Source: an optimization exercise on an open RTL-to-GDS flow (aim: a short achievable clock period and few clock cycles per item). Production flows keep margins and buffers that such runs may drop.
The RTL was checked by simulation tests, not by an equivalence proof against the original design.
Power and IR drop assume default switching activity.

<file path="design/flow/config.mk">
export PLATFORM = sky130hd
export DESIGN_NAME = pipelineCpu
export DESIGN_NICKNAME = pipelineCpu
export VERILOG_FILES = /design/flow/design.v
export SDC_FILE = /design/flow/constraint.sdc
export NUM_CORES = 4
export LEC_CHECK = 0
export CAP_MARGIN = 20
export CORE_MARGIN = 2
export CORE_UTILIZATION = 40
export SETUP_SLACK_MARGIN = 3.8
export SLEW_MARGIN = 20
</file>
<file path="design/flow/constraint.sdc">
create_clock -name core_clock -period 6.2 [get_ports {CLK}]
set_input_delay 1.2400 -clock core_clock [delete_from_list [all_inputs] [get_ports {CLK}]]
set_output_delay 1.2400 -clock core_clock [all_outputs]
set_load 0.01 [all_outputs]
</file>
<file path="design/flow/design.v">
package cpuPkg;
	localparam int dataWidth = 16;
	localparam int regCount = 8;
	localparam int regIdxWidth = $clog2(regCount);
	typedef logic [dataWidth-1:0] wordT;
	typedef logic [regIdxWidth-1:0] regIdxT;
	localparam int opcodeMsb = 15;
	localparam int opcodeLsb = 11;
	localparam int opcodeWidth = opcodeMsb - opcodeLsb + 1;
	localparam int rxMsb = 10;
	localparam int rxLsb = 8;
	localparam int ryMsb = 7;
	localparam int ryLsb = 5;
	localparam int rzMsb = 4;
	localparam int rzLsb = 2;
	localparam int imm8Width = 8;
	localparam int imm5Width = 5;
	localparam int imm11Width = 11;
	typedef enum logic [opcodeWidth-1:0] {
		opNop   = 5'd0,
		opAddu  = 5'd1,
		opSubu  = 5'd2,
		opAnd   = 5'd3,
		opOr    = 5'd4,
		opSlt   = 5'd5,
		opAddiu = 5'd6,
		opLi    = 5'd7,
		opLw    = 5'd8,
		opSw    = 5'd9,
		opBeqz  = 5'd10,
		opBnez  = 5'd11,
		opB     = 5'd12,
		opJr    = 5'd13
	} opcodeT;
	localparam wordT nopWord = '0;
endpackage
module ksAdd16 (
	input  logic [15:0] a,
	input  logic [15:0] b,
	input  logic        ci,
	output logic [15:0] y
);
	logic [15:0] p0;
	logic [15:0] g0;
	logic [15:0] p1;
	logic [15:0] g1;
	logic [15:0] p2;
	logic [15:0] g2;
	logic [15:0] p3;
	logic [15:0] g3;
	logic [15:0] g4;
	logic [15:0] c;
	assign p0 = a ^ b;
	assign g0 = (a & b) | {15'd0, p0[0] & ci};
	always_comb
	begin
		for (int i = 0; i < 16; i++)
		begin
			if (i >= 1)
			begin
				g1[i] = g0[i] | (p0[i] & g0[i-1]);
				p1[i] = p0[i] & p0[i-1];
			end
			else
			begin
				g1[i] = g0[i];
				p1[i] = p0[i];
			end
		end
		for (int i = 0; i < 16; i++)
		begin
			if (i >= 2)
			begin
				g2[i] = g1[i] | (p1[i] & g1[i-2]);
				p2[i] = p1[i] & p1[i-2];
			end
			else
			begin
				g2[i] = g1[i];
				p2[i] = p1[i];
			end
		end
		for (int i = 0; i < 16; i++)
		begin
			if (i >= 4)
			begin
				g3[i] = g2[i] | (p2[i] & g2[i-4]);
				p3[i] = p2[i] & p2[i-4];
			end
			else
			begin
				g3[i] = g2[i];
				p3[i] = p2[i];
			end
		end
		for (int i = 0; i < 16; i++)
		begin
			if (i >= 8)
				g4[i] = g3[i] | (p3[i] & g3[i-8]);
			else
				g4[i] = g3[i];
		end
	end
	assign c = {g4[14:0], ci};
	assign y = p0 ^ c;
endmodule
module pipelineCpu (
	input  logic           CLK,
	input  logic           RST,
	output cpuPkg::wordT   imemAddr,
	input  cpuPkg::wordT   imemData,
	output cpuPkg::wordT   dmemAddr,
	output cpuPkg::wordT   dmemWData,
	output logic           dmemRead,
	output logic           dmemWrite,
	input  cpuPkg::wordT   dmemRData,
	output logic           wbValid,
	output cpuPkg::regIdxT wbReg,
	output cpuPkg::wordT   wbData
);
	logic [15:0] pc;
	logic [2:0]  liReg;
	logic [7:0]  liImm;
	logic [1:0]  bpCtr [16];
	logic        fdValid;
	logic [15:0] fdInstr;
	logic [15:0] fdPcInc;
	logic [7:0]  fdJrTarget;
	logic        fdPredT;
	logic [3:0]  fdBpIdx;
	logic        deRegWrite;
	logic        deIsLoad;
	logic        deIsStore;
	logic        deIsCond;
	logic        deBpUpd;
	logic        deIsJr;
	logic        deOpAdd;
	logic        deOpSub;
	logic        deOpAnd;
	logic        deOpOr;
	logic        deOpSlt;
	logic        deFwdAEm;
	logic        deFwdAMw;
	logic        deFwdBEm;
	logic        deFwdBMw;
	logic        deFwdSEm;
	logic        deFwdSMw;
	logic        deBeqz;
	logic        deBwd;
	logic        dePredT;
	logic [3:0]  deBpIdx;
	logic [15:0] deAVal;
	logic [15:0] deBVal;
	logic [15:0] deSVal;
	logic [2:0]  deDest;
	logic [15:0] deTarget;
	logic [15:0] deAltPc;
	logic        emRegWrite;
	logic        emIsLoad;
	logic        emIsStore;
	logic [15:0] emResult;
	logic [15:0] emAddr;
	logic        emSelLoad;
	logic [15:0] emStoreData;
	logic [2:0]  emDest;
	logic        mwRegWrite;
	logic [15:0] mwResult;
	logic [2:0]  mwDest;
	logic [15:0] mwOutData;
	logic [2:0]  mwOutDest;
	logic [15:0] regs [8];
	logic [7:0]  regZero;
	logic        mwZero;
	logic        deAZero;
	logic        deAEqT;
	logic        deIsAddImm;
	logic [15:0] deNegImm;
	logic        deAEqNeg;
	logic        exResZero;
	logic        stall;
	logic        redirect;
	logic [15:0] redirPc;
	logic        dRedirect;
	logic [15:0] dRedirPc;
	logic [4:0]  fOp;
	logic        fIsB;
	logic        fIsCond;
	logic        fIsJr;
	logic        fIsLi;
	logic        fJrHit;
	logic        fFlip;
	logic        fPredT;
	logic [15:0] pcInc;
	logic [15:0] fTarget8;
	logic [15:0] fTarget11;
	logic [15:0] fTarget;
	logic [15:0] nextPc;
	assign imemAddr = pc;
	assign pcInc = pc + 16'd1;
	assign fOp = imemData[15:11];
	assign fIsB = fOp == 5'd12;
	assign fIsCond = fOp == 5'd10 || fOp == 5'd11;
	assign fIsJr = fOp == 5'd13;
	assign fIsLi = fOp == 5'd7;
	assign fJrHit = fIsJr && imemData[10:8] == liReg;
	assign fFlip = bpCtr[pc[3:0]][1];
	assign fPredT = fIsB || (fIsCond && (imemData[7] ^ fFlip)) || fJrHit;
	logic [8:0]  lo8;
	logic [11:0] lo11;
	logic [7:0]  hi8Up;
	logic [7:0]  hi8Down;
	logic [4:0]  hi5Up;
	logic [4:0]  hi5Down;
	logic [7:0]  hi8;
	logic [4:0]  hi5;
	logic        takePred;
	logic [15:0] basePc;
	assign hi8Up = pc[15:8] + 8'd1;
	assign hi8Down = pc[15:8] - 8'd1;
	assign hi5Up = pc[15:11] + 5'd1;
	assign hi5Down = pc[15:11] - 5'd1;
	assign lo8 = {1'b0, pc[7:0]} + {1'b0, imemData[7:0]} + 9'd1;
	assign lo11 = {1'b0, pc[10:0]} + {1'b0, imemData[10:0]} + 12'd1;
	always_comb
	begin
		case ({lo8[8], imemData[7]})
			2'b10:   hi8 = hi8Up;
			2'b01:   hi8 = hi8Down;
			default: hi8 = pc[15:8];
		endcase
		case ({lo11[11], imemData[10]})
			2'b10:   hi5 = hi5Up;
			2'b01:   hi5 = hi5Down;
			default: hi5 = pc[15:11];
		endcase
	end
	assign fTarget8 = {hi8, lo8[7:0]};
	assign fTarget11 = {hi5, lo11[10:0]};
	assign fTarget = fIsB ? fTarget11 : (fIsJr ? {8'h00, liImm} : fTarget8);
	assign basePc = redirect ? redirPc : (dRedirect ? dRedirPc : (stall ? pc : pcInc));
	assign takePred = fPredT && !redirect && !dRedirect && !stall;
	assign nextPc = takePred ? fTarget : basePc;
	always_ff @(posedge CLK or negedge RST)
	begin
		if (!RST)
		begin
			pc <= '0;
			liReg <= '0;
			liImm <= '0;
			fdValid <= 1'b0;
		end
		else
		begin
			pc <= nextPc;
			if (fIsLi)
			begin
				liReg <= imemData[10:8];
				liImm <= imemData[7:0];
			end
			if (redirect || dRedirect)
				fdValid <= 1'b0;
			else if (!stall)
				fdValid <= 1'b1;
		end
	end
	always_ff @(posedge CLK)
	begin
		if (!stall)
		begin
			fdInstr <= imemData;
			fdPcInc <= pcInc;
			fdJrTarget <= liImm;
			fdPredT <= fPredT;
			fdBpIdx <= pc[3:0];
		end
	end
	logic [4:0]  dOp;
	logic [2:0]  dRx;
	logic [2:0]  dRy;
	logic [2:0]  dRz;
	logic        dRegOp;
	logic        dSrcImm;
	logic        dIsLi;
	logic        dUseRx;
	logic        dUseRy;
	logic        dRegWrite;
	logic [2:0]  dDest;
	logic [15:0] dImm;
	logic [15:0] dRxVal;
	logic [15:0] dRyVal;
	logic        dRxEm;
	logic        dRxMw;
	logic        dRyEm;
	logic        dRyMw;
	assign dOp = fdValid ? fdInstr[15:11] : 5'd0;
	assign dRx = fdInstr[10:8];
	assign dRy = fdInstr[7:5];
	assign dRz = fdInstr[4:2];
	assign dRegOp = dOp >= 5'd1 && dOp <= 5'd5;
	assign dSrcImm = dOp == 5'd6 || dOp == 5'd7 || dOp == 5'd8 || dOp == 5'd9;
	assign dIsLi = dOp == 5'd7;
	assign dUseRx = dRegOp || dOp == 5'd6 || dOp == 5'd8 || dOp == 5'd9 || dOp == 5'd10 ||
		dOp == 5'd11 || dOp == 5'd13;
	assign dUseRy = dRegOp || dOp == 5'd9;
	assign dRegWrite = dRegOp || dOp == 5'd6 || dOp == 5'd7 || dOp == 5'd8;
	assign dDest = dRegOp ? dRz : (dOp == 5'd8 ? dRy : dRx);
	always_comb
	begin
		case (dOp)
			5'd6:       dImm = {{8{fdInstr[7]}}, fdInstr[7:0]};
			5'd7:       dImm = {8'h00, fdInstr[7:0]};
			default:    dImm = {{11{fdInstr[4]}}, fdInstr[4:0]};
		endcase
	end
	assign dRxVal = (mwRegWrite && mwDest == dRx) ? mwResult : regs[dRx];
	assign dRyVal = (mwRegWrite && mwDest == dRy) ? mwResult : regs[dRy];
	assign dRxEm = deRegWrite && deDest == dRx;
	assign dRxMw = !dRxEm && emRegWrite && emDest == dRx;
	assign dRyEm = deRegWrite && deDest == dRy;
	assign dRyMw = !dRyEm && emRegWrite && emDest == dRy;
	logic [15:0] dTarget;
	logic [15:0] dOffset;
	assign dOffset = (fdInstr[15:11] == 5'd12) ? {{5{fdInstr[10]}}, fdInstr[10:0]} :
		{{8{fdInstr[7]}}, fdInstr[7:0]};
	assign dTarget = (fdInstr[15:11] == 5'd13) ? {8'h00, fdJrTarget} : fdPcInc + dOffset;
	logic        dIsCondNz;
	logic        dEmHit;
	logic        dCanResolve;
	logic        dZero;
	logic        dActualT;
	assign dIsCondNz = (dOp == 5'd10 || dOp == 5'd11) && fdInstr[7:0] != 8'd0;
	assign dEmHit = emRegWrite && emDest == dRx;
	assign dCanResolve = dIsCondNz && (dRxEm ? deIsAddImm : !(dEmHit && emSelLoad));
	logic        emZero;
	logic        dRxZero;
	assign emZero = emResult == 16'd0;
	assign dRxZero = (mwRegWrite && mwDest == dRx) ? mwZero : regZero[dRx];
	assign dZero = dRxEm ? exResZero : (dEmHit ? emZero : dRxZero);
	assign dActualT = fdInstr[11] ? !dZero : dZero;
	assign dRedirect = dCanResolve && (dActualT != fdPredT) && !redirect;
	assign dRedirPc = fdPredT ? fdPcInc : dTarget;
	assign stall = deIsLoad && ((dUseRx && dRx == deDest) || (dUseRy && dRy == deDest));
	always_ff @(posedge CLK or negedge RST)
	begin
		if (!RST)
		begin
			deRegWrite <= 1'b0;
			deIsLoad <= 1'b0;
			deIsStore <= 1'b0;
			deIsCond <= 1'b0;
			deIsJr <= 1'b0;
			deOpAdd <= 1'b0;
			deOpSub <= 1'b0;
			deOpAnd <= 1'b0;
			deOpOr <= 1'b0;
			deOpSlt <= 1'b0;
			deBpUpd <= 1'b0;
			deIsAddImm <= 1'b0;
		end
		else if (redirect || stall)
		begin
			deRegWrite <= 1'b0;
			deIsLoad <= 1'b0;
			deIsStore <= 1'b0;
			deIsCond <= 1'b0;
			deIsJr <= 1'b0;
			deOpAdd <= 1'b0;
			deOpSub <= 1'b0;
			deOpAnd <= 1'b0;
			deOpOr <= 1'b0;
			deOpSlt <= 1'b0;
			deBpUpd <= 1'b0;
			deIsAddImm <= 1'b0;
		end
		else
		begin
			deIsAddImm <= dOp == 5'd6 || dOp == 5'd7;
			deRegWrite <= dRegWrite;
			deIsLoad <= dOp == 5'd8;
			deIsStore <= dOp == 5'd9;
			deIsCond <= dIsCondNz && !dCanResolve;
			deBpUpd <= dIsCondNz;
			deIsJr <= dOp == 5'd13;
			deOpAdd <= dOp == 5'd1 || dSrcImm;
			deOpSub <= dOp == 5'd2;
			deOpAnd <= dOp == 5'd3;
			deOpOr <= dOp == 5'd4;
			deOpSlt <= dOp == 5'd5;
		end
	end
	always_ff @(posedge CLK)
	begin
		deFwdAEm <= dRxEm && !dIsLi;
		deFwdAMw <= dRxMw && !dIsLi;
		deAVal <= (dRxEm || dRxMw || dIsLi) ? 16'd0 : dRxVal;
		deAZero <= dRxZero;
		deAEqT <= dRxVal == {8'h00, fdJrTarget};
		deNegImm <= -dImm;
		deAEqNeg <= dIsLi ? (dImm == 16'd0) : (dRxVal == -dImm);
		deFwdBEm <= dRyEm && !dSrcImm;
		deFwdBMw <= dRyMw && !dSrcImm;
		deBVal <= dSrcImm ? dImm : ((dRyEm || dRyMw) ? 16'd0 : dRyVal);
		deFwdSEm <= dRyEm;
		deFwdSMw <= dRyMw;
		deSVal <= (dRyEm || dRyMw) ? 16'd0 : dRyVal;
		deBeqz <= fdInstr[11] == 1'b0;
		deBwd <= fdInstr[7];
		dePredT <= fdPredT;
		deBpIdx <= fdBpIdx;
		deDest <= dDest;
		deTarget <= dTarget;
		deAltPc <= fdPredT ? fdPcInc : dTarget;
	end
	logic [15:0] opA;
	logic [15:0] opB;
	logic [15:0] storeVal;
	logic [15:0] sum;
	logic [15:0] diff;
	logic        lt;
	logic [15:0] aluResult;
	logic        aZero;
	logic        actualT;
	logic        mispCond;
	logic        mispJr;
	assign opA = ({16{deFwdAEm}} & emResult) | ({16{deFwdAMw}} & mwResult) | deAVal;
	assign opB = ({16{deFwdBEm}} & emResult) | ({16{deFwdBMw}} & mwResult) | deBVal;
	assign storeVal = ({16{deFwdSEm}} & emResult) | ({16{deFwdSMw}} & mwResult) | deSVal;
	ksAdd16 sumAdd (.a(opA), .b(opB), .ci(1'b0), .y(sum));
	ksAdd16 diffAdd (.a(opA), .b(~opB), .ci(1'b1), .y(diff));
	assign lt = (opA[15] != opB[15]) ? opA[15] : diff[15];
	assign aluResult = ({16{deOpAdd}} & sum) | ({16{deOpSub}} & diff) |
		({16{deOpAnd}} & (opA & opB)) | ({16{deOpOr}} & (opA | opB)) |
		{15'd0, deOpSlt & lt};
	logic        jrOk;
	assign aZero = deFwdAEm ? emZero : (deFwdAMw ? mwZero : deAZero);
	assign jrOk = deFwdAEm ? (emResult == deTarget) :
		(deFwdAMw ? (mwResult == deTarget) : deAEqT);
	assign actualT = deBeqz ? aZero : !aZero;
	assign mispCond = deIsCond && (actualT != dePredT);
	assign mispJr = deIsJr && (!dePredT || !jrOk);
	assign exResZero = deFwdAEm ? (emResult == deNegImm) :
		(deFwdAMw ? (mwResult == deNegImm) : deAEqNeg);
	assign redirect = mispCond || mispJr;
	assign redirPc = deIsJr ? opA : deAltPc;
	logic        bpUpd;
	logic        bpWrong;
	logic [3:0]  bpIdx;
	always_ff @(posedge CLK or negedge RST)
	begin
		if (!RST)
			bpUpd <= 1'b0;
		else
			bpUpd <= deBpUpd;
	end
	always_ff @(posedge CLK)
	begin
		bpWrong <= actualT != deBwd;
		bpIdx <= deBpIdx;
	end
	always_ff @(posedge CLK or negedge RST)
	begin
		if (!RST)
		begin
			for (int i = 0; i < 16; i++)
				bpCtr[i] <= 2'd0;
		end
		else if (bpUpd)
		begin
			if (bpWrong)
			begin
				if (bpCtr[bpIdx] != 2'd3)
					bpCtr[bpIdx] <= bpCtr[bpIdx] + 2'd1;
			end
			else if (bpCtr[bpIdx] != 2'd0)
				bpCtr[bpIdx] <= bpCtr[bpIdx] - 2'd1;
		end
	end
	always_ff @(posedge CLK or negedge RST)
	begin
		if (!RST)
		begin
			emRegWrite <= 1'b0;
			emIsLoad <= 1'b0;
			emIsStore <= 1'b0;
		end
		else
		begin
			emRegWrite <= deRegWrite;
			emIsLoad <= deIsLoad;
			emIsStore <= deIsStore;
		end
	end
	always_ff @(posedge CLK)
	begin
		emResult <= aluResult;
		emAddr <= sum;
		emSelLoad <= deIsLoad;
		emStoreData <= storeVal;
		emDest <= deDest;
	end
	assign dmemAddr = emAddr;
	assign dmemWData = emStoreData;
	assign dmemRead = emIsLoad;
	assign dmemWrite = emIsStore;
	always_ff @(posedge CLK or negedge RST)
	begin
		if (!RST)
			mwRegWrite <= 1'b0;
		else
			mwRegWrite <= emRegWrite;
	end
	always_ff @(posedge CLK)
	begin
		mwResult <= emSelLoad ? dmemRData : emResult;
		mwZero <= (emSelLoad ? dmemRData : emResult) == 16'd0;
		mwDest <= emDest;
		if (emRegWrite)
		begin
			mwOutData <= emSelLoad ? dmemRData : emResult;
			mwOutDest <= emDest;
		end
	end
	assign wbValid = mwRegWrite;
	assign wbReg = mwOutDest;
	assign wbData = mwOutData;
	always_ff @(posedge CLK or negedge RST)
	begin
		if (!RST)
		begin
			for (int i = 0; i < 8; i++)
				regs[i] <= '0;
		end
		else if (mwRegWrite)
			regs[mwDest] <= mwResult;
	end
	always_ff @(posedge CLK or negedge RST)
	begin
		if (!RST)
			regZero <= 8'hff;
		else if (mwRegWrite)
			regZero[mwDest] <= mwZero;
	end
endmodule
</file>
<file path="design/flow/flow/run.sh">
#!/bin/bash
# Standard layout, except that the combinational logic of the standard synthesis is
# mapped again by ABC with a delay-driven script before floorplanning. The standard
# synthesis's registers (cells and instance names) are kept as they are.
set -euo pipefail
W=$(pwd)
F=$W/flow
R=$W/orfs/results/$FLOW_PLATFORM/pipelineCpu/base
LIB=$FLOW_HOME/platforms/$FLOW_PLATFORM/lib/sky130_fd_sc_hd__tt_025C_1v80.lib
YOSYS=$(command -v yosys || true)
if [[ -z "$YOSYS" ]]; then YOSYS=$FLOW_HOME/../tools/install/yosys/bin/yosys; fi

# 1. the standard synthesis
bash standard.sh synth > $W/log_1_synth.txt 2>&1
cp $R/1_2_yosys.v $W/standard_synth.v

# 2. map the combinational logic again; registers stay as instances
SEQ=$(tr '\n' ' ' < $F/seqcells.txt)
DU=$(sed 's/^/-dont_use /' $F/dontuse.txt | tr '\n' ' ')
printf 'set_driving_cell sky130_fd_sc_hd__buf_1\nset_load 5\n' > $W/resyn.constr
cat > $W/resyn.ys <<EOY
read_liberty -ignore_miss_func $LIB
setattr -mod -set keep_hierarchy 1 $SEQ
read_verilog $W/standard_synth.v
hierarchy -top $FLOW_TOP
flatten
opt_clean -purge
abc -script $F/resyn.abc -liberty $LIB $DU -constr $W/resyn.constr
opt_clean -purge
hilomap -singleton -hicell sky130_fd_sc_hd__conb_1 HI -locell sky130_fd_sc_hd__conb_1 LO
insbuf -buf sky130_fd_sc_hd__buf_4 A X
rename -hide w:*.*
opt_clean -purge
select $FLOW_TOP
write_verilog -noattr -nohex -nodec -selected $W/resyn.v
EOY
$YOSYS -l $W/log_2_resynth.txt -q $W/resyn.ys > /dev/null 2>&1

# the registers must be the standard synthesis's, instance for instance
regs() { grep -E '^ *sky130_fd_sc_hd__(df|edf|sdf|dl)[a-z0-9_]* ' "$1" | awk '{print $1, $2}' | sort; }
if ! diff <(regs $W/standard_synth.v) <(regs $W/resyn.v) > $W/log_regdiff.txt; then
  echo "registers differ after remapping" >&2
  exit 1
fi
cp $W/resyn.v $R/1_2_yosys.v
touch $R/1_2_yosys.v

# 3. the rest of the standard layout
bash standard.sh > $W/log_3_layout.txt 2>&1
test -f $W/out/final.def
</file>
<file path="design/flow/flow/dontuse.txt">
sky130_fd_sc_hd__lpflow_bleeder_1
sky130_fd_sc_hd__lpflow_clkbufkapwr_1
sky130_fd_sc_hd__lpflow_clkbufkapwr_16
sky130_fd_sc_hd__lpflow_clkbufkapwr_2
sky130_fd_sc_hd__lpflow_clkbufkapwr_4
sky130_fd_sc_hd__lpflow_clkbufkapwr_8
sky130_fd_sc_hd__lpflow_clkinvkapwr_1
sky130_fd_sc_hd__lpflow_clkinvkapwr_16
sky130_fd_sc_hd__lpflow_clkinvkapwr_2
sky130_fd_sc_hd__lpflow_clkinvkapwr_4
sky130_fd_sc_hd__lpflow_clkinvkapwr_8
sky130_fd_sc_hd__lpflow_decapkapwr_12
sky130_fd_sc_hd__lpflow_decapkapwr_3
sky130_fd_sc_hd__lpflow_decapkapwr_4
sky130_fd_sc_hd__lpflow_decapkapwr_6
sky130_fd_sc_hd__lpflow_decapkapwr_8
sky130_fd_sc_hd__lpflow_inputiso0n_1
sky130_fd_sc_hd__lpflow_inputiso0p_1
sky130_fd_sc_hd__lpflow_inputiso1n_1
sky130_fd_sc_hd__lpflow_inputiso1p_1
sky130_fd_sc_hd__lpflow_inputisolatch_1
sky130_fd_sc_hd__lpflow_isobufsrc_1
sky130_fd_sc_hd__lpflow_isobufsrc_16
sky130_fd_sc_hd__lpflow_isobufsrc_2
sky130_fd_sc_hd__lpflow_isobufsrc_4
sky130_fd_sc_hd__lpflow_isobufsrc_8
sky130_fd_sc_hd__lpflow_isobufsrckapwr_16
sky130_fd_sc_hd__lpflow_lsbuf_lh_hl_isowell_tap_1
sky130_fd_sc_hd__lpflow_lsbuf_lh_hl_isowell_tap_2
sky130_fd_sc_hd__lpflow_lsbuf_lh_hl_isowell_tap_4
sky130_fd_sc_hd__lpflow_lsbuf_lh_isowell_4
sky130_fd_sc_hd__lpflow_lsbuf_lh_isowell_tap_1
sky130_fd_sc_hd__lpflow_lsbuf_lh_isowell_tap_2
sky130_fd_sc_hd__lpflow_lsbuf_lh_isowell_tap_4
sky130_fd_sc_hd__probe_p_8
sky130_fd_sc_hd__probec_p_8
</file>
<file path="design/flow/flow/resyn.abc">
strash
dch
map -D 1000
buffer -c
topo
upsize -c
dnsize -c
</file>
<file path="design/flow/flow/seqcells.txt">
sky130_fd_sc_hd__dfbbn_1
sky130_fd_sc_hd__dfbbn_2
sky130_fd_sc_hd__dfbbp_1
sky130_fd_sc_hd__dfrbp_1
sky130_fd_sc_hd__dfrbp_2
sky130_fd_sc_hd__dfrtn_1
sky130_fd_sc_hd__dfrtp_1
sky130_fd_sc_hd__dfrtp_2
sky130_fd_sc_hd__dfrtp_4
sky130_fd_sc_hd__dfsbp_1
sky130_fd_sc_hd__dfsbp_2
sky130_fd_sc_hd__dfstp_1
sky130_fd_sc_hd__dfstp_2
sky130_fd_sc_hd__dfstp_4
sky130_fd_sc_hd__dfxbp_1
sky130_fd_sc_hd__dfxbp_2
sky130_fd_sc_hd__dfxtp_1
sky130_fd_sc_hd__dfxtp_2
sky130_fd_sc_hd__dfxtp_4
sky130_fd_sc_hd__dlclkp_1
sky130_fd_sc_hd__dlclkp_2
sky130_fd_sc_hd__dlclkp_4
sky130_fd_sc_hd__dlrbn_1
sky130_fd_sc_hd__dlrbn_2
sky130_fd_sc_hd__dlrbp_1
sky130_fd_sc_hd__dlrbp_2
sky130_fd_sc_hd__dlrtn_1
sky130_fd_sc_hd__dlrtn_2
sky130_fd_sc_hd__dlrtn_4
sky130_fd_sc_hd__dlrtp_1
sky130_fd_sc_hd__dlrtp_2
sky130_fd_sc_hd__dlrtp_4
sky130_fd_sc_hd__dlxbn_1
sky130_fd_sc_hd__dlxbn_2
sky130_fd_sc_hd__dlxbp_1
sky130_fd_sc_hd__dlxtn_1
sky130_fd_sc_hd__dlxtn_2
sky130_fd_sc_hd__dlxtn_4
sky130_fd_sc_hd__dlxtp_1
sky130_fd_sc_hd__edfxbp_1
sky130_fd_sc_hd__edfxtp_1
sky130_fd_sc_hd__lpflow_inputisolatch_1
sky130_fd_sc_hd__sdfbbn_1
sky130_fd_sc_hd__sdfbbn_2
sky130_fd_sc_hd__sdfbbp_1
sky130_fd_sc_hd__sdfrbp_1
sky130_fd_sc_hd__sdfrbp_2
sky130_fd_sc_hd__sdfrtn_1
sky130_fd_sc_hd__sdfrtp_1
sky130_fd_sc_hd__sdfrtp_2
sky130_fd_sc_hd__sdfrtp_4
sky130_fd_sc_hd__sdfsbp_1
sky130_fd_sc_hd__sdfsbp_2
sky130_fd_sc_hd__sdfstp_1
sky130_fd_sc_hd__sdfstp_2
sky130_fd_sc_hd__sdfstp_4
sky130_fd_sc_hd__sdfxbp_1
sky130_fd_sc_hd__sdfxbp_2
sky130_fd_sc_hd__sdfxtp_1
sky130_fd_sc_hd__sdfxtp_2
sky130_fd_sc_hd__sdfxtp_4
sky130_fd_sc_hd__sdlclkp_1
sky130_fd_sc_hd__sdlclkp_2
sky130_fd_sc_hd__sdlclkp_4
sky130_fd_sc_hd__sedfxbp_1
sky130_fd_sc_hd__sedfxbp_2
sky130_fd_sc_hd__sedfxtp_1
sky130_fd_sc_hd__sedfxtp_2
sky130_fd_sc_hd__sedfxtp_4
</file>
<file path="design/flow/standard.sh">
#!/bin/bash
# synth_recipe.tcl (not shown) runs the flow's synth.tcl, then flattens the netlist and writes it again
# the make line also repeats each setting of config.mk as NAME=value (left out here)
make -C /OpenROAD-flow-scripts/flow DESIGN_CONFIG=/design/flow/config.mk WORK_HOME=/design/flow/orfs CLKGATE_MAP_FILE= SYNTH_SCRIPT=/design/flow/synth_recipe.tcl "${@:-finish}"
</file>
==> results of run 1 <==
## repair_timing
item / 4_1_cts / 5_1_grt
resized for setup: 813 / 332
pin swaps: 126 / 159
buffers inserted: 237 / 132
hold buffers: 0 / 0
endpoints found under the setup margin: 285 / 227
cloned: 8 / 3
## stage by stage
| stage | setup slack (ns) | instances |
|---|---|---|
| after floorplan | 3.30 | 3084 |
| after global placement | 1.94 | 3854 |
| after detailed placement | 1.89 | 3854 |
| after CTS | 3.40 | 4196 |
| after global routing | 3.19 | 4331 |
| final | 3.32 | 4332 |
## cell usage in the layout, fill, tap and decap left out, types with 29 or more instances in the layout
| cell | instances |
|---|---|
| edfxtp_1 | 64 |
| nand4_1 | 41 |
| nor2_2 | 39 |
| inv_2 | 31 |
| o21ai_2 | 30 |
| nand2_1 | 468 |
| nor2_4 | 51 |
| xor2_1 | 61 |
| buf_2 | 63 |
| a21oi_1 | 153 |
| dfrtp_1 | 190 |
| o21ai_1 | 38 |
| inv_1 | 269 |
| o22ai_1 | 41 |
| nor2_1 | 256 |
| o211ai_1 | 35 |
| nand3_1 | 72 |
| o21ai_0 | 286 |
| buf_6 | 80 |
| clkinvlp_4 | 29 |
| buf_4 | 301 |
| nand3_2 | 36 |
| dfxtp_1 | 151 |
| nand2_2 | 58 |
| clkbuf_16 | 55 |
| a22oi_1 | 31 |
## routing by layer
metal  global-route usage, %  share of wire (%)
met5                       0                  0
met4                    14.5                5.7
met3                    5.41                9.6
met2                    48.6                 44
met1                    41.3                 40
## state kept, by name (all words and copies together) (netlist names), 4 cells and up
| register | count |
|---|---|
| deAVal | 16 |
| deBVal | 16 |
| deTarget | 16 |
| deNegImm | 16 |
| fdInstr | 16 |
| deAltPc | 16 |
| fdBpIdx | 4 |
| mwOutData | 16 |
| bpCtr | 32 |
| emAddr | 16 |
| bpIdx | 4 |
| mwResult | 16 |
| regZero | 8 |
| pc | 16 |
| fdPcInc | 16 |
| emResult | 16 |
| regs | 128 |
| liImm | 8 |
| emStoreData | 16 |
| deSVal | 16 |
| fdJrTarget | 8 |
| deBpIdx | 4 |
## worst max-delay path: cells and delay by family (launching register included)
family | cells | cell delay [ns]
AOI/OAI and AO/OA | 5 | 1.05
and+or+nand+nor | 5 | 0.96
DFF | 1 | 0.45
buffers and inverters | 2 | 0.25
## area by class of cell
class,instances,share of cell area [%]
diodes,1,0.00744
clock buffers,70,4.40
clock inverters,27,0.741
inverters,348,4.43
multi-input cells,2130,40.9
flip-flops and latches,469,33.4
well taps,782,2.91
repair buffers,501,13.1
repair inverters,4,0.0819
## path summary, 6_finish.rpt
check                                     from                        to  slack (ns)
max in group asynchronous                  RST   regs[5][12]$_DFFE_PN0P_        4.15
max reg2reg                emResult[4]$_DFF_P_         pc[2]$_DFFE_PN0P_        3.32
max                        emResult[4]$_DFF_P_         pc[2]$_DFFE_PN0P_        3.32
min in group asynchronous                  RST  bpCtr[10][0]$_DFFE_PN0P_        0.68
min                         deBpIdx[1]$_DFF_P_          bpIdx[1]$_DFF_P_        0.33
min reg2reg                 deBpIdx[1]$_DFF_P_          bpIdx[1]$_DFF_P_        0.33
## power by group through the flow
stage / Combinational (mW) / Clock (mW) / Sequential, mW
after floorplan: 2.84 / 0 / 4.42
after global placement: 3.93 / 0 / 4.77
after detailed placement: 3.96 / 0 / 4.78
after CTS: 5.02 / 3.19 / 4.67
after global routing: 6.33 / 3.33 / 4.78
final: 5.90 / 3.18 / 4.71
==> reports/results.ini, run 1 <==
[worst_setup_path]
r2r_cells = 12
cp-start-kind = flip-flop
worstPathArrival_ns = 3.35
slowest_stage = dfxtp_4
crit_required_ns = 6.67
cp-end-kind = flip-flop
critical_path_class = reg -> reg
critPathMaxStageDelay_ns = 0.45
crit_path_max_fanout = 6
crit_chain = inv_1 > a22oi_1 > o221ai_1 > nor3_1 > nand4_1 > nand4_1 > nand2_2 > buf_6 > o21ai_4 > nor3_4 > a221oi_2 > o221ai_1

[floorplanning]
core_area_um2 = 60200
dieArea_um2 = 62900
io_pins = 104
placementRows = 90
dieHeight_um = 251
initial_core_util_pct = 40.4
die_width_um = 251

[drt]
drt_iter0_drc = 3273
vias = 25700
post_drt_wl_per_cell_um = 23.6
drc = 0
totalWireLength_um = 102000
ant_nets = 0
firstDrtPassIters = 6
viasPerCell = 5.93

[synthesis]
syn-num-nets = 3118
netlist_area_um2 = 24300
synth_area_per_cell_um2 = 7.90
synthCells = 3084
ys_warn_count = 4

[power]
seq_power_share_pct = 34.2
p_clk_share_pct = 23.1
switching_share_pct = 40.6
p_comb_share_pct = 42.8
total_power_mw = 13.8
vdd_drop_max_mv = 0.275
p_int_mw = 8.18
p_switching_mw = 5.61
powerDensity_nw_per_um2 = 410
p_leak_nw = 14.2

[final_layout]
multi_input_area_um2 = 13800
utilization_pct = 55.8
fin_nets = 3540
fillers = 5287
drive_gt1_share_pct = 32.8
area_growth_pct = 38.1
design_area_um2 = 33600
seqCellArea_um2 = 11200

[timing]
max_freq_mhz = 347
layout_worst_path_cycle_share_pct = 46.5
setup_viol = 0
fin_skew_ns = 0.0411
tightest_slew_ns = 0.991
slew_headroom_pct = 33.8
grt_setup_unrepaired = yes
tns_ns = 0
whs_ns = 0.325
maxSlewViolCount = 0
min_period_ns = 2.88
hold_viol_final = 0

[place]
dpl_cell_area_um2 = 26100
port_buffers = 103
place_congestion = 0.970
dp.final_hpwl_um = 66400

[global_route]
grt_pass1_vias = 23800
grt_util_all_layers_pct = 30.9
overflow = 0
antenna_found_initial = 1
grt_pass1_wl_um = 148000
grt_start_max_net_pins = 114

[clocking]
cts_sinks = 469
tritoncts = built
clk_path_buf_depth = 3
insertion_delay_ns = 0.64
cts_buffers = 52
clkTransAtPathRegs_ns = 0.06
clock-root-buffer = clkbuf_16
cts_max_level = 2

[run]
drv_cap = 0

[outcome]
status = finished clean

[worst_hold_path]
hp-class = reg -> reg
min_delay_path_depth = 0

Testbench counts, summed over its fixed seeds: cycles 10,564, instrs 10,210.
==> run 2: changes to the inputs <==
--- a/design/flow/design.v
+++ b/design/flow/design.v
@@ -128,6 +128,9 @@
 	logic [7:0]  fdJrTarget;
 	logic        fdPredT;
 	logic [3:0]  fdBpIdx;
+	logic [15:0] fdRxVal;
+	logic [15:0] fdRyVal;
+	logic        fdRxZero;
 	logic        deRegWrite;
 	logic        deIsLoad;
 	logic        deIsStore;
@@ -174,7 +177,6 @@
 	logic        deAZero;
 	logic        deAEqT;
 	logic        deIsAddImm;
-	logic [15:0] deNegImm;
 	logic        deAEqNeg;
 	logic        exResZero;
 	logic        stall;
@@ -263,6 +265,25 @@
 				fdValid <= 1'b1;
 		end
 	end
+	logic [2:0]  fRx;
+	logic [2:0]  fRy;
+	assign fRx = imemData[10:8];
+	assign fRy = imemData[7:5];
+	always_ff @(posedge CLK)
+	begin
+		if (stall)
+		begin
+			fdRxVal <= dRxVal;
+			fdRyVal <= dRyVal;
+			fdRxZero <= dRxZero;
+		end
+		else
+		begin
+			fdRxVal <= (mwRegWrite && mwDest == fRx) ? mwResult : regs[fRx];
+			fdRyVal <= (mwRegWrite && mwDest == fRy) ? mwResult : regs[fRy];
+			fdRxZero <= (mwRegWrite && mwDest == fRx) ? mwZero : regZero[fRx];
+		end
+	end
 	always_ff @(posedge CLK)
 	begin
 		if (!stall)
@@ -312,8 +333,8 @@
 			default:    dImm = {{11{fdInstr[4]}}, fdInstr[4:0]};
 		endcase
 	end
-	assign dRxVal = (mwRegWrite && mwDest == dRx) ? mwResult : regs[dRx];
-	assign dRyVal = (mwRegWrite && mwDest == dRy) ? mwResult : regs[dRy];
+	assign dRxVal = (mwRegWrite && mwDest == dRx) ? mwResult : fdRxVal;
+	assign dRyVal = (mwRegWrite && mwDest == dRy) ? mwResult : fdRyVal;
 	assign dRxEm = deRegWrite && deDest == dRx;
 	assign dRxMw = !dRxEm && emRegWrite && emDest == dRx;
 	assign dRyEm = deRegWrite && deDest == dRy;
@@ -330,11 +351,12 @@
 	logic        dActualT;
 	assign dIsCondNz = (dOp == 5'd10 || dOp == 5'd11) && fdInstr[7:0] != 8'd0;
 	assign dEmHit = emRegWrite && emDest == dRx;
-	assign dCanResolve = dIsCondNz && (dRxEm ? deIsAddImm : !(dEmHit && emSelLoad));
+	assign dCanResolve = dIsCondNz &&
+		(dRxEm ? (deIsAddImm && !deFwdAEm && !deFwdAMw) : !(dEmHit && emSelLoad));
 	logic        emZero;
 	logic        dRxZero;
 	assign emZero = emResult == 16'd0;
-	assign dRxZero = (mwRegWrite && mwDest == dRx) ? mwZero : regZero[dRx];
+	assign dRxZero = (mwRegWrite && mwDest == dRx) ? mwZero : fdRxZero;
 	assign dZero = dRxEm ? exResZero : (dEmHit ? emZero : dRxZero);
 	assign dActualT = fdInstr[11] ? !dZero : dZero;
 	assign dRedirect = dCanResolve && (dActualT != fdPredT) && !redirect;
@@ -395,7 +417,6 @@
 		deAVal <= (dRxEm || dRxMw || dIsLi) ? 16'd0 : dRxVal;
 		deAZero <= dRxZero;
 		deAEqT <= dRxVal == {8'h00, fdJrTarget};
-		deNegImm <= -dImm;
 		deAEqNeg <= dIsLi ? (dImm == 16'd0) : (dRxVal == -dImm);
 		deFwdBEm <= dRyEm && !dSrcImm;
 		deFwdBMw <= dRyMw && !dSrcImm;
@@ -438,8 +459,7 @@
 	assign actualT = deBeqz ? aZero : !aZero;
 	assign mispCond = deIsCond && (actualT != dePredT);
 	assign mispJr = deIsJr && (!dePredT || !jrOk);
-	assign exResZero = deFwdAEm ? (emResult == deNegImm) :
-		(deFwdAMw ? (mwResult == deNegImm) : deAEqNeg);
+	assign exResZero = deAEqNeg;
 	assign redirect = mispCond || mispJr;
 	assign redirPc = deIsJr ? opA : deAltPc;
 	logic        bpUpd;
--- a/design/flow/config.mk
+++ b/design/flow/config.mk
@@ -7,6 +7,7 @@
 export LEC_CHECK = 0
 export CAP_MARGIN = 20
 export CORE_MARGIN = 2
-export CORE_UTILIZATION = 40
+export CORE_UTILIZATION = 55
+export PLACE_DENSITY = 0.7
 export SETUP_SLACK_MARGIN = 3.8
 export SLEW_MARGIN = 20
==> reports/results.ini, run 2 <==
[outcome]
status = finished clean

[worst_setup_path]
crit_required_ns = 6.71
critPathMaxStageDelay_ns = 0.60
cp-start-kind = flip-flop
worstPathArrival_ns = 3.44
rrSetupSlack_ns = 3.28
crit_path_max_fanout = 6
r2r-start = fdInstr[14]$_DFFE_PN_
cp-end-kind = flip-flop
critical_path_class = reg -> reg
crit_chain = buf_6 > nand4_4 > a2bb2oi_4 > o22ai_4 > a31oi_4 > buf_6 > nand2_2 > xor2_1 > o21a_1 > nand2_1 > nand3_1 > nand3_1 > o221ai_1
slowest_stage = edfxtp_1
r2r_cells = 13
r2r_end = pc[10]$_DFFE_PN0P_

[final_layout]
area_growth_pct = 34.8
multi_input_area_um2 = 14400
diodes = 0
fillers = 3160
fin_nets = 3650
final_cell_mix = nand2_1 (514), o21ai_0 (300), buf_4 (298), nor2_1 (280), inv_1 (267)
reg.largest.list = regs: 128 flops, bpCtr: 32 flops
top_register = regs
seqCellArea_um2 = 11600
largest_reg_flops = 128
final_common_cell = nand2_1
drive_gt1_share_pct = 30.9

[timing]
hold_viol_final = 0
max_freq_mhz = 342
layout_worst_path_cycle_share_pct = 47.2
setup_viol = 0
slew_headroom_pct = 29.9
maxSlewViolCount = 0
grt_setup_unrepaired = yes
tns_ns = 0
fin_skew_ns = 0.0293
tightest_slew_ns = 1.05
min_period_ns = 2.92

[power]
p_comb_share_pct = 43.3
switching_share_pct = 41.8
p_int_mw = 8.73
powerDensity_nw_per_um2 = 435
p_clk_share_pct = 22.4
vdd_drop_max_mv = 0.337
seq_power_share_pct = 34.3
total_power_mw = 15.0
p_switching_mw = 6.26
p_leak_nw = 14.5

[floorplanning]
dieHeight_um = 220
die_width_um = 220
io_pins = 104
placementRows = 78
initial_core_util_pct = 56.1
core_area_um2 = 45600
dieArea_um2 = 48200

[drt]
vias = 28100
ant_nets = 0
drt_iter0_drc = 4161
firstDrtPassIters = 9
totalWireLength_um = 108000
viasPerCell = 6.60
drc = 0
post_drt_wl_per_cell_um = 25.3

[place]
port_buffers = 103
dp.final_hpwl_um = 68000
place_congestion = 1.01

[synthesis]
netlist_area_um2 = 25500
synth_area_per_cell_um2 = 7.95
synthCells = 3214
syn-num-nets = 3248
ys_warn_count = 4

[worst_hold_path]
hold_start = deBpIdx[3]$_DFF_P_
hp-class = reg -> reg
min_delay_path_depth = 0
hold-path-endpoint = bpIdx[3]$_DFF_P_

[clocking]
cts_buffers = 51
cts_sinks = 486
tritoncts = built
cts.hold.buffers_added = 0
insertion_delay_ns = 0.63
clock-root-buffer = clkbuf_16
cts_max_level = 2
clk_path_buf_depth = 3
clkTransAtPathRegs_ns = 0.06

[global_route]
overflow = 0
grt_util_all_layers_pct = 42.3
grt_start_max_net_pins = 157
antenna_found_initial = 4
grt_pass1_wl_um = 155000
grt_pass1_vias = 25900

[run]
drv_cap = 0

## run 2: worst max path at each step
stage,end,start,slack (ns)
detailed placement,pc[14]$_DFFE_PN0P_,imemData[7],1.96
CTS,pc[11]$_DFFE_PN0P_,imemData[10],3.45
floorplan,pc[14]$_DFFE_PN0P_,imemData[7],3.27
global placement,pc[14]$_DFFE_PN0P_,imemData[7],2.03
finish,pc[10]$_DFFE_PN0P_,fdInstr[14]$_DFFE_PN_,3.28
global route,pc[7]$_DFFE_PN0P_,imemData[10],3.22
## run 2: area by class of cell
class / instances / area share (%)
flip-flops and latches: 486 / 33.6
repair buffers: 494 / 12.8
clock inverters: 19 / 0.796
inverters: 341 / 4.28
repair inverters: 3 / 0.0727
multi-input cells: 2239 / 41.7
clock buffers: 75 / 4.47
well taps: 600 / 2.18
## run 2: routing by layer
metal | GRT usage, % | vias to the layer above | share of wire (%)
met2 | 64.3 | 2331 | 43
met4 | 26.0 | 8 | 7.7
li1 | - | 12000 | -
met1 | 54.8 | 13200 | 36
met3 | 9.63 | 623 | 13
met5 | 0.521 | - | 0.047
## run 2: per-stage QoR
step	cell area [µm²]	setup slack [ns]	hold WS, ns	instances	util, %
floorplan	25800	3.27	0.310	3214	-
global placement	26900	2.03	0.312	3790	59.1
detailed placement	26900	1.96	0.314	3790	59.1
CTS	32300	3.45	0.324	4129	70.9
global route	34400	3.22	0.327	4257	75.6
finish	34400	3.28	0.325	4257	75.6
## run 2: repair_timing
action | 4_1_cts | 5_1_grt
setup buffers | 237 | 118
resized for setup | 772 | 326
gates cloned | 8 | 10
endpoints found under the setup margin | 288 | 223
pin swaps | 136 | 151
## run 2: critical path, delay by kind of cell, from the launching register on
kind	cells	cell delay (ns)
buffers and inverters	2	0.34
xor gates and xnor gates	1	0.20
DFF	1	0.60
and+or+nand+nor	5	0.55
AOI/OAI and AO/OA	5	1.12
## run 2: power by group through the flow
stage	clock network, mW	logic, mW	registers [mW]
after floorplan	0	3.24	4.74
after global placement	0	4.37	5.19
after detailed placement	0	4.45	5.19
after CTS	3.33	5.44	5.07
after global routing	3.46	6.91	5.20
final	3.35	6.49	5.14
Testbench counts of run 2, summed over its fixed seeds: cycles 10,564, instrs 10,210.
==> run 3: changes to the inputs <==
--- a/design/flow/config.mk
+++ b/design/flow/config.mk
@@ -7,7 +7,6 @@
 export LEC_CHECK = 0
 export CAP_MARGIN = 20
 export CORE_MARGIN = 2
-export CORE_UTILIZATION = 55
-export PLACE_DENSITY = 0.7
+export CORE_UTILIZATION = 40
 export SETUP_SLACK_MARGIN = 3.8
 export SLEW_MARGIN = 20
==> reports/results.ini, run 3 <==
[drt]
drt_iter0_drc = 3410
post_drt_wl_per_cell_um = 23.3
viasPerCell = 5.94
firstDrtPassIters = 8
totalWireLength_um = 104000
vias = 26500
ant_nets = 0
drc = 0

[clocking]
clock-root-buffer = clkbuf_16
cts_buffers = 53
cts.hold.buffers_added = 0
cts_sinks = 486
clkTransAtPathRegs_ns = 0.06
cts_max_level = 2
insertion_delay_ns = 0.65
tritoncts = built
clk_path_buf_depth = 3

[power]
vdd_drop_max_mv = 0.321
powerDensity_nw_per_um2 = 432
p_leak_nw = 14.2

[run]
drv_cap = 0

[worst_setup_path]
path_depth = 14
crit_path_max_fanout = 8
r2r_cells = 14
worstPathArrival_ns = 3.30
cpMostUsedCell = buf_6
critical_path_class = reg -> reg
crit_buf_inv = 7
slowest_stage = edfxtp_1
cp-start-kind = flip-flop
critPathMaxStageDelay_ns = 0.38
cp-end-kind = flip-flop
path_delay_family = buffers and inverters
crit_required_ns = 6.68
crit_chain = buf_6 > buf_8 > buf_6 > xor2_4 > nand4_1 > a41oi_4 > o2bb2ai_4 > buf_12 > buf_6 > nand3_4 > buf_6 > buf_8 > o22ai_4 > a21oi_1

[final_layout]
final_common_cell = nand2_1
reg.largest.list = regs: 128 flops, bpCtr: 32 flops
fin_nets = 3607
fillers = 5809
area_growth_pct = 33.8
final_cell_mix = nand2_1 (517), o21ai_0 (300), nor2_1 (280), inv_1 (269), buf_4 (249)
diodes = 0
top_register = regs
largest_reg_flops = 128
drive_gt1_share_pct = 29.2

[worst_hold_path]
min_delay_path_depth = 0
hp-class = reg -> reg

[global_route]
top_usage_layer = met2
grt_start_max_net_pins = 132
grt_pass1_wl_um = 152000
overflow = 0
grt_pass1_vias = 24200
grt_util_all_layers_pct = 30.0
antenna_found_initial = 2
use_met1_pct = 41.8
use_met2_pct = 45.3
grt_use_met3_pct = 5.58

[floorplanning]
initial_core_util_pct = 40.5
dieHeight_um = 257
dieArea_um2 = 65900
core_area_um2 = 63100
io_pins = 104
placementRows = 92
die_width_um = 257

[timing]
tightest_slew_ns = 0.940
maxSlewViolCount = 0
layout_worst_path_cycle_share_pct = 45.5
tns_ns = 0
hold_viol_final = 0
slew_headroom_pct = 37.2
max_freq_mhz = 355
whs_ns = 0.316
grt_setup_unrepaired = yes
setup_viol = 0
fin_skew_ns = 0.0465
min_period_ns = 2.82

[place]
place_congestion = 0.957
port_buffers = 103
dp.final_hpwl_um = 69200

[synthesis]
synth_area_per_cell_um2 = 7.95
synthCells = 3214
ys_warn_count = 4
netlist_area_um2 = 25500
syn-num-nets = 3248

[outcome]
status = finished clean

run 3: cell count changes in the layout (fill, tap and decap cells not counted), moves of 10 or more:
cell      delta
buf_4       -49
buf_2       +20
a22oi_1     +12
a22oi_2     -12
clkbuf_2    -12
buf_8       +10
run 3: final timing paths:
kind	from	to	slack [ns]
max	fdInstr[11]$_DFFE_PN_	pc[6]$_DFFE_PN0P_	3.38
min	deBpIdx[2]$_DFF_P_	bpIdx[2]$_DFF_P_	0.32
max reg2reg	fdInstr[11]$_DFFE_PN_	pc[6]$_DFFE_PN0P_	3.38
min reg2reg	deBpIdx[2]$_DFF_P_	bpIdx[2]$_DFF_P_	0.32
max in group asynchronous	RST	pc[12]$_DFFE_PN0P_	4.23
min in group asynchronous	RST	regs[5][11]$_DFFE_PN0P_	0.61
run 3: through the flow:
step | power (mW) | utilization, % | std cells | cell area, µm² | setup slack (ns)
2_1_floorplan | 7.98 | - | 3214 | 25800 | 3.27
3_3_place_gp | 9.61 | 43.2 | 4037 | 27300 | 1.68
3_5_place_dp | 9.64 | 43.2 | 4037 | 27300 | 1.65
4_1_cts | 13.8 | 50.7 | 4336 | 32000 | 3.44
5_1_grt | 15.5 | 54.2 | 4464 | 34200 | 3.28
6_report | 14.8 | 54.2 | 4464 | 34200 | 3.38
run 3: area by class of cell:
| cell class | count | area, µm² | share of cell area, % |
|---|---|---|---|
| well taps | 846 | 1060 | 3.10 |
| flip-flops and latches | 486 | 11600 | 33.9 |
| repair buffers | 449 | 3990 | 11.7 |
| clock inverters | 27 | 438 | 1.28 |
| multi-input cells | 2241 | 14200 | 41.4 |
| inverters | 341 | 1440 | 4.22 |
| clock buffers | 73 | 1510 | 4.40 |
| repair inverters | 1 | 8.76 | 0.0256 |
run 3: worst register-to-register path, cell delays in order, from the launching register on:
cell and delay (ns):
edfxtp_1 0.38, buf_6 0.17, buf_8 0.13, buf_6 0.13, xor2_4 0.28, nand4_1 0.26
a41oi_4 0.31, o2bb2ai_4 0.17, buf_12 0.16, buf_6 0.11, nand3_4 0.12, buf_6 0.15
buf_8 0.13, o22ai_4 0.15, a21oi_1 0.06
run 3: report_power, final:
| group | internal (mW) | switching [mW] | leakage, nW |
|---|---|---|---|
| sequential | 4.24 | 0.892 | 5.18 |
| combinational | 2.35 | 3.74 | 8.11 |
| clock | 2.13 | 1.42 | 0.938 |
| total | 8.72 | 6.06 | 14.2 |
run 3: per-layer routing:
metal | wire length, µm | vias to the layer above
li1 | - | 11900
met1 | 42900 | 12600
met2 | 44900 | 1667
met3 | 10800 | 383
met4 | 5490 | 0
met5 | 0 | -
run 3: repair_timing:
item                                    in CTS  in global routing
cloned                                       8                  4
pin swaps                                  104                127
resized for setup                          756                322
setup buffers                              191                124
endpoints found under the setup margin     279                218
hold endpoints to repair                     0                  0
==> run 4: changes to the inputs <==
--- a/design/flow/design.v
+++ b/design/flow/design.v
@@ -206,7 +206,6 @@
 	assign fIsLi = fOp == 5'd7;
 	assign fJrHit = fIsJr && imemData[10:8] == liReg;
 	assign fFlip = bpCtr[pc[3:0]][1];
-	assign fPredT = fIsB || (fIsCond && (imemData[7] ^ fFlip)) || fJrHit;
 	logic [8:0]  lo8;
 	logic [11:0] lo11;
 	logic [7:0]  hi8Up;
@@ -358,6 +357,26 @@
 	assign emZero = emResult == 16'd0;
 	assign dRxZero = (mwRegWrite && mwDest == dRx) ? mwZero : fdRxZero;
 	assign dZero = dRxEm ? exResZero : (dEmHit ? emZero : dRxZero);
+	logic [2:0]  fRxB;
+	logic        fHitD;
+	logic        fHitE;
+	logic        fHitM;
+	logic        fHitW;
+	logic        fKnown;
+	logic        fZero;
+	logic        dResZero;
+	logic        dResKnown;
+	assign fRxB = imemData[10:8];
+	assign fHitD = dRegWrite && dDest == fRxB;
+	assign fHitE = deRegWrite && deDest == fRxB;
+	assign fHitM = emRegWrite && emDest == fRxB;
+	assign fHitW = mwRegWrite && mwDest == fRxB;
+	assign dResKnown = dIsLi || (dOp == 5'd6 && !dRxEm && !dRxMw);
+	assign dResZero = dIsLi ? (fdInstr[7:0] == 8'd0) : (dRxVal == -dImm);
+	assign fKnown = fHitD ? dResKnown : (!fHitE && !(fHitM && emSelLoad));
+	assign fZero = fHitD ? dResZero : (fHitM ? emZero : (fHitW ? mwZero : regZero[fRxB]));
+	assign fPredT = fIsB || fJrHit ||
+		(fIsCond && (fKnown ? (imemData[11] ? !fZero : fZero) : (imemData[7] ^ fFlip)));
 	assign dActualT = fdInstr[11] ? !dZero : dZero;
 	assign dRedirect = dCanResolve && (dActualT != fdPredT) && !redirect;
 	assign dRedirPc = fdPredT ? fdPcInc : dTarget;
==> reports/results.ini, run 4 <==
[final_layout]
fin_nets = 3613
drive_gt1_share_pct = 28.8
area_growth_pct = 35.0
diodes = 0
top_register = regs
largest_reg_flops = 128
fillers = 5825
reg.largest.list = regs: 128 flops, bpCtr: 32 flops
final_common_cell = nand2_1
final_cell_mix = nand2_1 (479), inv_1 (296), nor2_1 (295), o21ai_0 (257), buf_4 (235)

[floorplanning]
io_pins = 104
initial_core_util_pct = 40.3
dieHeight_um = 256
dieArea_um2 = 65400
placementRows = 92
core_area_um2 = 62900
die_width_um = 256

[worst_setup_path]
critPathMaxStageDelay_ns = 0.54
slowest_stage = edfxtp_1
critical_path_class = reg -> reg
cp-start-kind = flip-flop
crit_required_ns = 6.72
critPathLaunch = fdInstr[13]$_DFFE_PN_
crit_buf_inv = 1
worstPathArrival_ns = 3.85
cp-end-kind = flip-flop
r2r-start = fdInstr[13]$_DFFE_PN_
cpMostUsedCell = nand2_1
crit_path_max_fanout = 8
crit_chain = and2_2 > nand2_1 > nand2_1 > nand3_1 > nand3_1 > nand2_1 > nor3b_4 > a31oi_4 > o21ai_4 > nand3_4 > and2_4 > buf_4 > o311ai_4
path_delay_family = simple AND/OR/NAND/NOR gates

[run]
drv_cap = 0

[clocking]
clock-root-buffer = clkbuf_16
cts.hold.buffers_added = 0
cts_buffers = 54
tritoncts = built
insertion_delay_ns = 0.64
cts_max_level = 2
clk_path_buf_depth = 3
cts_sinks = 486
clkTransAtPathRegs_ns = 0.06

[power]
vdd_drop_max_mv = 0.302
p_leak_nw = 14.5
powerDensity_nw_per_um2 = 425
total_power_mw = 14.6

[outcome]
status = finished clean

[global_route]
overflow = 0
grt_start_max_net_pins = 128
grt_util_all_layers_pct = 30.9
grt_pass1_wl_um = 156000
antenna_found_initial = 1
grt_pass1_vias = 25000

[place]
dpl_worst_slack_ns = 1.38
place_congestion = 1.00
dp.final_hpwl_um = 71600
port_buffers = 103

[timing]
setup_viol = 0
grt_setup_unrepaired = yes
max_freq_mhz = 300
fin_ws_ns = 2.86
hold_viol_final = 0
tightest_slew_ns = 0.900
tns_ns = 0
slew_headroom_pct = 39.9
min_period_ns = 3.34
maxSlewViolCount = 0
fin_skew_ns = 0.0279
layout_worst_path_cycle_share_pct = 53.8

[synthesis]
synthCells = 3248
synth_area_per_cell_um2 = 7.81
ys_warn_count = 4
netlist_area_um2 = 25400
syn-num-nets = 3282

[drt]
drc = 0
firstDrtPassIters = 8
ant_nets = 0
viasPerCell = 5.90
vias = 26400
post_drt_wl_per_cell_um = 23.8
totalWireLength_um = 107000
drt_iter0_drc = 3413

[worst_hold_path]
hold_start = deBpIdx[2]$_DFF_P_
hp-class = reg -> reg

[run 4: worst register-to-register path: stages (launching register included)]
cell and delay [ns]:
edfxtp_1 0.54, and2_2 0.39, nand2_1 0.19, nand2_1 0.21, nand3_1 0.20, nand3_1 0.13, nand2_1 0.11, nor3b_4 0.37
a31oi_4 0.16, o21ai_4 0.22, nand3_4 0.14, and2_4 0.22, buf_4 0.15, o311ai_4 0.19
[run 4: area by class of cell]
type	count	area [µm²]	share of cell area (%)
Sequential cell	486	11600	33.8
Inverter	365	1570	4.59
Tap cell	846	1060	3.09
Clock inverter	21	285	0.833
Clock buffer	81	1650	4.81
Timing Repair Buffer	426	3830	11.2
Timing Repair inverter	3	22.5	0.0658
Multi-Input combinational cell	2243	14200	41.6
[run 4: path summary, 6_finish.rpt]
check / depth (start not counted) / end / slack [ns]
setup / recovery: 13 / pc[10]$_DFFE_PN0P_ / 2.86
hold / removal: 0 / bpIdx[2]$_DFF_P_ / 0.31
setup reg to reg: 13 / pc[10]$_DFFE_PN0P_ / 2.86
hold reg to reg: 0 / bpIdx[2]$_DFF_P_ / 0.31
max in group asynchronous: 2 / deIsJr$_DFF_PN0_ / 4.41
min in group asynchronous: 1 / bpCtr[8][1]$_DFFE_PN0P_ / 0.59
[run 4: routing by layer]
| layer | vias to the layer above | share of wire [%] | global-route usage, % |
|---|---|---|---|
| li1 | 11900 | - | - |
| met1 | 12500 | 40 | 41.1 |
| met2 | 1522 | 44 | 48.6 |
| met3 | 384 | 10 | 6.66 |
| met4 | 0 | 5.3 | 13.5 |
| met5 | - | 0 | 0 |
[run 4: report_power, final]
| part | switching [mW] | internal [mW] |
|---|---|---|
| sequential | 0.926 | 4.25 |
| clock | 1.40 | 2.09 |
| combinational | 3.60 | 2.29 |
[run 4: per-stage QoR]
step | std cells | hold WS, ns | utilization, % | area (µm²)
floorplan | 3248 | 0.310 | - | 25800
CTS | 4366 | 0.318 | 51.0 | 32100
global route | 4471 | 0.324 | 54.5 | 34200
detailed placement | 4064 | 0.312 | 43.3 | 27200
global placement | 4063 | 0.312 | 43.3 | 27200
finish | 4471 | 0.314 | 54.5 | 34200
[run 4: repair_timing]
action | in CTS | in global routing
cloned | 13 | 7
resized for setup | 739 | 356
buffers inserted | 187 | 98
endpoints found under the setup margin | 303 | 219
pin swaps | 82 | 97
Testbench counts of run 4, summed over its fixed seeds: cycles 10,364, instrs 10,210.

## port drivers added, routing unchanged
The flow's constraints put no driver on any port. The routed layouts listed below were extracted and timed again, unchanged, in two steps. Step 1 (the two cells are an assumption about what drives the block):
set clk [get_ports {CLK}]
set_driving_cell -lib_cell sky130_fd_sc_hd__clkbuf_16 $clk
set_driving_cell -lib_cell sky130_fd_sc_hd__buf_2 [delete_from_list [all_inputs] $clk]
Step 2, shift: input delay + t, output delay - t, t = (earliest + latest rising clock arrival at the registers) / 2. This alone moves slack from input paths to output paths. Three values: ideal, step 1, step 2; two values: the first two.
| run | t (ns) | slack for setup (ns) | cell pins on the clock port's net |
|---|---|---|---|
| run 1 | 0.685 | 3.315 / 3.315 / 2.756 | 1 |
| run 2 | 0.677 | 3.275 / 3.275 / 2.645 | 1 |
| run 3 | 0.689 | 3.379 / 3.379 / 2.789 | 1 |
| run 4 | 0.690 | 2.864 / 2.864 / 2.348 | 1 |
After both steps every run listed still meets setup and hold. For run 2, which loses most, drivers alone change the setup slack by 0.000 ns; drivers and shift together by -0.630 ns.
